This is an optimization exercise on Yosys and OpenROAD, whose aim is small area and a short achievable clock period, not a production implementation. Where RTL was checked, it was by simulation tests only, not by an equivalence proof against the original. No activity file was given, so power comes from the tool's default toggle rates.

==> module cpu_alu_benc2, before the edit <==
module cpu_alu_benc2 (
    input  logic [2:0] i_b,
    output logic       o_onen,
    output logic       o_twon,
    output logic       o_neg
);
    assign o_onen = ~(i_b[1] ^ i_b[0]);
    assign o_twon = ~((i_b[2] & ~i_b[1] & ~i_b[0]) | (~i_b[2] & i_b[1] & i_b[0]));
    assign o_neg  = i_b[2] & ~(i_b[1] & i_b[0]);
endmodule
==> flow/config.mk <==
export PLATFORM = sky130hd
export DESIGN_NAME = cpu_alu
export DESIGN_NICKNAME = cpu_alu
export VERILOG_FILES = /design/flow/design.v
export SDC_FILE = /design/flow/constraint.sdc
export NUM_CORES = 4
export LEC_CHECK = 0
export CAP_MARGIN = 20
export CORE_MARGIN = 2
export CORE_UTILIZATION = 60
export SETUP_SLACK_MARGIN = 3
export SLEW_MARGIN = 20
export SYNTH_HIERARCHICAL = 1
==> flow/constraint.sdc <==
create_clock -name core_clock -period 11.0 [get_ports {clk}]
set_input_delay 2.2000 -clock core_clock [delete_from_list [all_inputs] [get_ports {clk}]]
set_output_delay 2.2000 -clock core_clock [all_outputs]
set_load 0.01 [all_outputs]
standard.sh (not shown) runs the stock make flow with config.mk's settings and CLKGATE_MAP_FILE= SYNTH_SCRIPT=/design/flow/synth_recipe.tcl, a recipe that flattens the netlist after the stock synthesis.
==> flow/flow/run.sh <==
#!/bin/bash
# Standard layout, except that the port buffers are plain buf_2 cells instead of the
# resizer's default choice.
set -e
export BUFFER_PORTS_ARGS="-buffer_cell sky130_fd_sc_hd__buf_2"
bash standard.sh > standard.log 2>&1
The starting point finished clean.
Change:
--- a/flow/design.v
+++ b/flow/design.v
@@ -978,11 +978,17 @@
     output logic       o_onen,
     output logic       o_twon,
     output logic       o_neg
 );
-    assign o_onen = ~(i_b[1] ^ i_b[0]);
-    assign o_twon = ~((i_b[2] & ~i_b[1] & ~i_b[0]) | (~i_b[2] & i_b[1] & i_b[0]));
-    assign o_neg  = i_b[2] & ~(i_b[1] & i_b[0]);
+    logic w_one;
+    logic w_hi;
+    logic w_n10;
+    cpu_alu_xor2  u_one (.i_a(i_b[1]), .i_b(i_b[0]), .o_y(w_one));
+    cpu_alu_xor2  u_hi  (.i_a(i_b[2]), .i_b(i_b[1]), .o_y(w_hi));
+    cpu_alu_inv   u_onen (.i_a(w_one), .o_y(o_onen));
+    cpu_alu_nand2 u_twon (.i_a(w_hi), .i_b(o_onen), .o_y(o_twon));
+    cpu_alu_nand2 u_n10 (.i_a(i_b[1]), .i_b(i_b[0]), .o_y(w_n10));
+    cpu_alu_and2  u_neg (.i_a(i_b[2]), .i_b(w_n10), .o_y(o_neg));
 endmodule
 module cpu_alu_bpp2 #(
     parameter int N = 32
 ) (
@@ -1774,4 +1780,10 @@
 endmodule
 module cpu_alu_xor2 (input logic i_a, input logic i_b, output logic o_y);
     assign o_y = i_a ^ i_b;
 endmodule
+module cpu_alu_and2 (input logic i_a, input logic i_b, output logic o_y);
+    assign o_y = i_a & i_b;
+endmodule
+module cpu_alu_mux2 (input logic i_s, input logic i_0, input logic i_1, output logic o_y);
+    assign o_y = i_s ? i_1 : i_0;
+endmodule
Result: The changed run went through all stages and came out clean. Total power rose by 7.8%. Fmax is about the same. Sequential power is higher by about 3%. Worst setup slack improves by 20 ps. Routed wire length shrinks by 4.1%. Via count decreases by 3.6%.
No functional check of the RTL was part of the first run of this note.

---

Another version of the RTL of cpu_alu (not shown whole).
Size: roughly 2300 cells after synthesis, ~110 I/O pins, ~21000 µm² of cells after synthesis.
export LEC_CHECK = 0
export CAP_MARGIN = 20
export CORE_MARGIN = 2
export CORE_UTILIZATION = 40
export SETUP_SLACK_MARGIN = 3
export SLEW_MARGIN = 20
export SYNTH_HIERARCHICAL = 1
create_clock -name core_clock -period 11.0 [get_ports {clk}]
run.sh (not shown) runs the stock make flow with config.mk's settings and CLKGATE_MAP_FILE= SYNTH_SCRIPT=/design/flow/synth_recipe.tcl, a recipe that flattens the netlist after the stock synthesis.
Stock flow here: none of the scripts above is used.
Next try:
--- a/flow/design.v
+++ b/flow/design.v
@@ -87,14 +87,15 @@
     logic [WIDTH-1:0] w_add_x;
     logic [WIDTH-1:0] w_add_y;
     logic             w_add_cin;
     logic [WIDTH-1:0] w_row0;
     logic [WIDTH-1:0] w_row1;
     logic [WIDTH-1:0] w_sum;
     logic             w_cout;
+    logic             w_c31;
     logic             w_sum_zero;
     logic             w_add_v;
     logic [WIDTH-1:0] w_sh_result;
     logic             w_sh_c;
     logic [WIDTH-1:0] w_other;
     logic [WIDTH-1:0] w_result;
     logic [3:0]       w_flags;
@@ -104,24 +105,17 @@
     logic             r_valid;
     logic [WIDTH-1:0] r_result;
     logic [3:0]       r_flags;
     assign w_mul   = (oper == OP_MUL);
     assign w_arith = (oper <= OP_RSB);
     assign w_rsb   = (oper == OP_RSB);
     assign w_invb  = (oper == OP_SUB) || (oper == OP_SBC);
-    always_comb begin
-        w_add_x   = '0;
-        w_add_y   = '0;
-        w_add_cin = 1'b0;
-        if (w_arith) begin
-            w_add_x   = w_rsb ? b : a;
-            w_add_y   = w_rsb ? ~a : (w_invb ? ~b : b);
-            w_add_cin = (oper == OP_SUB) || w_rsb || (oper[0] && flags_in[FLAG_C]);
-        end
-    end
+    assign w_add_x   = a ^ {WIDTH{w_rsb}};
+    assign w_add_y   = b ^ {WIDTH{w_invb}};
+    assign w_add_cin = (oper == OP_SUB) || w_rsb || (oper[0] && flags_in[FLAG_C]);
     cpu_alu_benc u_benc0 (.i_b({b[1], b[0], 1'b0}), .o_one(bone[0]), .o_two(btwo[0]), .o_neg(bneg[0]));
     cpu_alu_benc u_benc1 (.i_b({b[3], b[2], b[1]}), .o_one(bone[1]), .o_two(btwo[1]), .o_neg(bneg[1]));
     cpu_alu_benc u_benc2 (.i_b({b[5], b[4], b[3]}), .o_one(bone[2]), .o_two(btwo[2]), .o_neg(bneg[2]));
     cpu_alu_benc u_benc3 (.i_b({b[7], b[6], b[5]}), .o_one(bone[3]), .o_two(btwo[3]), .o_neg(bneg[3]));
     cpu_alu_benc u_benc4 (.i_b({b[9], b[8], b[7]}), .o_one(bone[4]), .o_two(btwo[4]), .o_neg(bneg[4]));
     cpu_alu_benc u_benc5 (.i_b({b[11], b[10], b[9]}), .o_one(bone[5]), .o_two(btwo[5]), .o_neg(bneg[5]));
     cpu_alu_benc u_benc6 (.i_b({b[13], b[12], b[11]}), .o_one(bone[6]), .o_two(btwo[6]), .o_neg(bneg[6]));
@@ -885,22 +879,23 @@
     cpu_alu_fa u_fa206 (.i_a(fs149), .i_b(fc177), .i_c(fs178), .o_s(fs206), .o_c(fc206));
     cpu_alu_fa u_fa207 (.i_a(fs151), .i_b(fc178), .i_c(fs179), .o_s(fs207), .o_c(fc207));
     cpu_alu_fa u_fa208 (.i_a(fs153), .i_b(fc179), .i_c(fs180), .o_s(fs208), .o_c(fc208));
     cpu_alu_fa u_fa209 (.i_a(fs155), .i_b(fc180), .i_c(fs181), .o_s(fs209), .o_c(fc209));
     assign w_row0 = {fc208, fc207, fc206, fc205, fc204, fc203, fc202, fc201, fc200, fc199, fc198, fc197, fc196, fc195, fc194, fc193, fc192, fc191, fc190, fc189, fc188, fc187, fc186, fc185, fc184, fc183, fc182, hc29, hc28, pp1[0], pp0[1], bneg[0]};
     assign w_row1 = {fs209, fs208, fs207, fs206, fs205, fs204, fs203, fs202, fs201, fs200, fs199, fs198, fs197, fs196, fs195, fs194, fs193, fs192, fs191, fs190, fs189, fs188, fs187, fs186, fs185, fs184, fs183, fs182, hs29, hs28, 1'b0, pp0[0]};
     cpu_alu_cpa u_cpa (
-        .i_x    ((w_row0 & {WIDTH{w_mul}}) | w_add_x),
-        .i_y    ((w_row1 & {WIDTH{w_mul}}) | w_add_y),
-        .i_cin  (w_add_cin),
+        .i_x    (w_mul ? w_row0 : w_add_x),
+        .i_y    (w_mul ? w_row1 : w_add_y),
+        .i_cin  (w_add_cin && !w_mul),
         .o_sum  (w_sum),
         .o_cout (w_cout),
+        .o_c31  (w_c31),
         .o_zero (w_sum_zero)
     );
-    assign w_add_v = (w_add_x[WIDTH-1] == w_add_y[WIDTH-1]) && (w_sum[WIDTH-1] != w_add_x[WIDTH-1]);
+    assign w_add_v = (w_add_x[WIDTH-1] == w_add_y[WIDTH-1]) && (w_c31 != w_add_x[WIDTH-1]);
     cpu_alu_shifter u_shifter (
         .i_a      (a),
         .i_b      (b),
         .i_op     (oper),
         .i_c      (flags_in[FLAG_C]),
         .o_result (w_sh_result),
         .o_c      (w_sh_c)
@@ -978,14 +973,15 @@
 endmodule
 module cpu_alu_cpa (
     input  logic [31:0] i_x,
     input  logic [31:0] i_y,
     input  logic        i_cin,
     output logic [31:0] o_sum,
     output logic        o_cout,
+    output logic        o_c31,
     output logic        o_zero
 );
     logic [31:0] g;
     logic [31:0] p;
     logic [31:0] c;
     assign g = (i_x & i_y) | {31'd0, (i_x[0] | i_y[0]) & i_cin};
     assign p = i_x ^ i_y;
@@ -1228,9 +1224,10 @@
     assign pp78 = pp62 & pp55;
     logic pg79, pp79;
     assign pg79 = pg63 | (pp63 & pg55);
     assign pp79 = pp63 & pp55;
     assign c = {pg79, pg78, pg77, pg76, pg75, pg74, pg73, pg72, pg71, pg70, pg69, pg68, pg67, pg66, pg65, pg64, pg55, pg54, pg53, pg52, pg51, pg50, pg49, pg48, pg35, pg34, pg33, pg32, pg17, pg16, pg0, g[0]};
     assign o_sum  = p ^ {c[30:0], i_cin};
     assign o_cout = c[31];
+    assign o_c31  = c[30];
     assign o_zero = ~|((i_x ^ i_y) ^ {i_x[30:0] | i_y[30:0], i_cin});
 endmodule
After rerunning: Power went up slightly. Via count is higher slightly. Core utilization rose by 0.32 points. Setup slack improves by 0.11 ns. Critical path depth fell by 5. Final cell count rises slightly. Combinational power is about the same. Global-route usage rose by 0.61 points. Design area is higher slightly. Synthesized cell count climbs slightly. Routed wire length grows by a few percent. Maximum frequency increases slightly. Sequential power grows by a few percent.
No functional check of the RTL was part of any run of this note.

## what the ideal ports hide
The results above use ideal ports. As a check the final layouts listed here were re-extracted and re-timed, cells and wires unchanged. Step 1 (the two cells are an assumption about what drives the block):
set clk [get_ports {clk}]
set_driving_cell -lib_cell sky130_fd_sc_hd__clkbuf_16 $clk
set_driving_cell -lib_cell sky130_fd_sc_hd__buf_2 [delete_from_list [all_inputs] $clk]
Step 2 times the ports against the registers' clock, not the clock port: input delays grow and output delays shrink by t, the midpoint of the rising clock arrivals with the driver on. Three values: ideal ports, drivers, drivers and shift; two values: the first two.
run	shift t [ns]	slack for setup (ns)	worst setup path at the end	worst register clock-pin slew, ns	worst slew at a driven data input, ns
the first run of note 1	0.306	3.172 / 3.183 / 2.877	input to register	0.05 / 0.05	0.07
the second run of note 1	0.305	3.192 / 3.200 / 2.895	input to register	0.05 / 0.05	0.10
the first run of note 2	0.345	2.945 / 2.839 / 2.494	input to register	0.06 / 0.06	0.24
the second run of note 2	0.339	3.055 / 2.908 / 2.569	input to register	0.07 / 0.07	0.27
After both steps setup and hold are still met in every run listed. For the second run of note 2, which loses most, drivers alone change the setup slack by -0.147 ns; drivers and shift together by -0.486 ns.
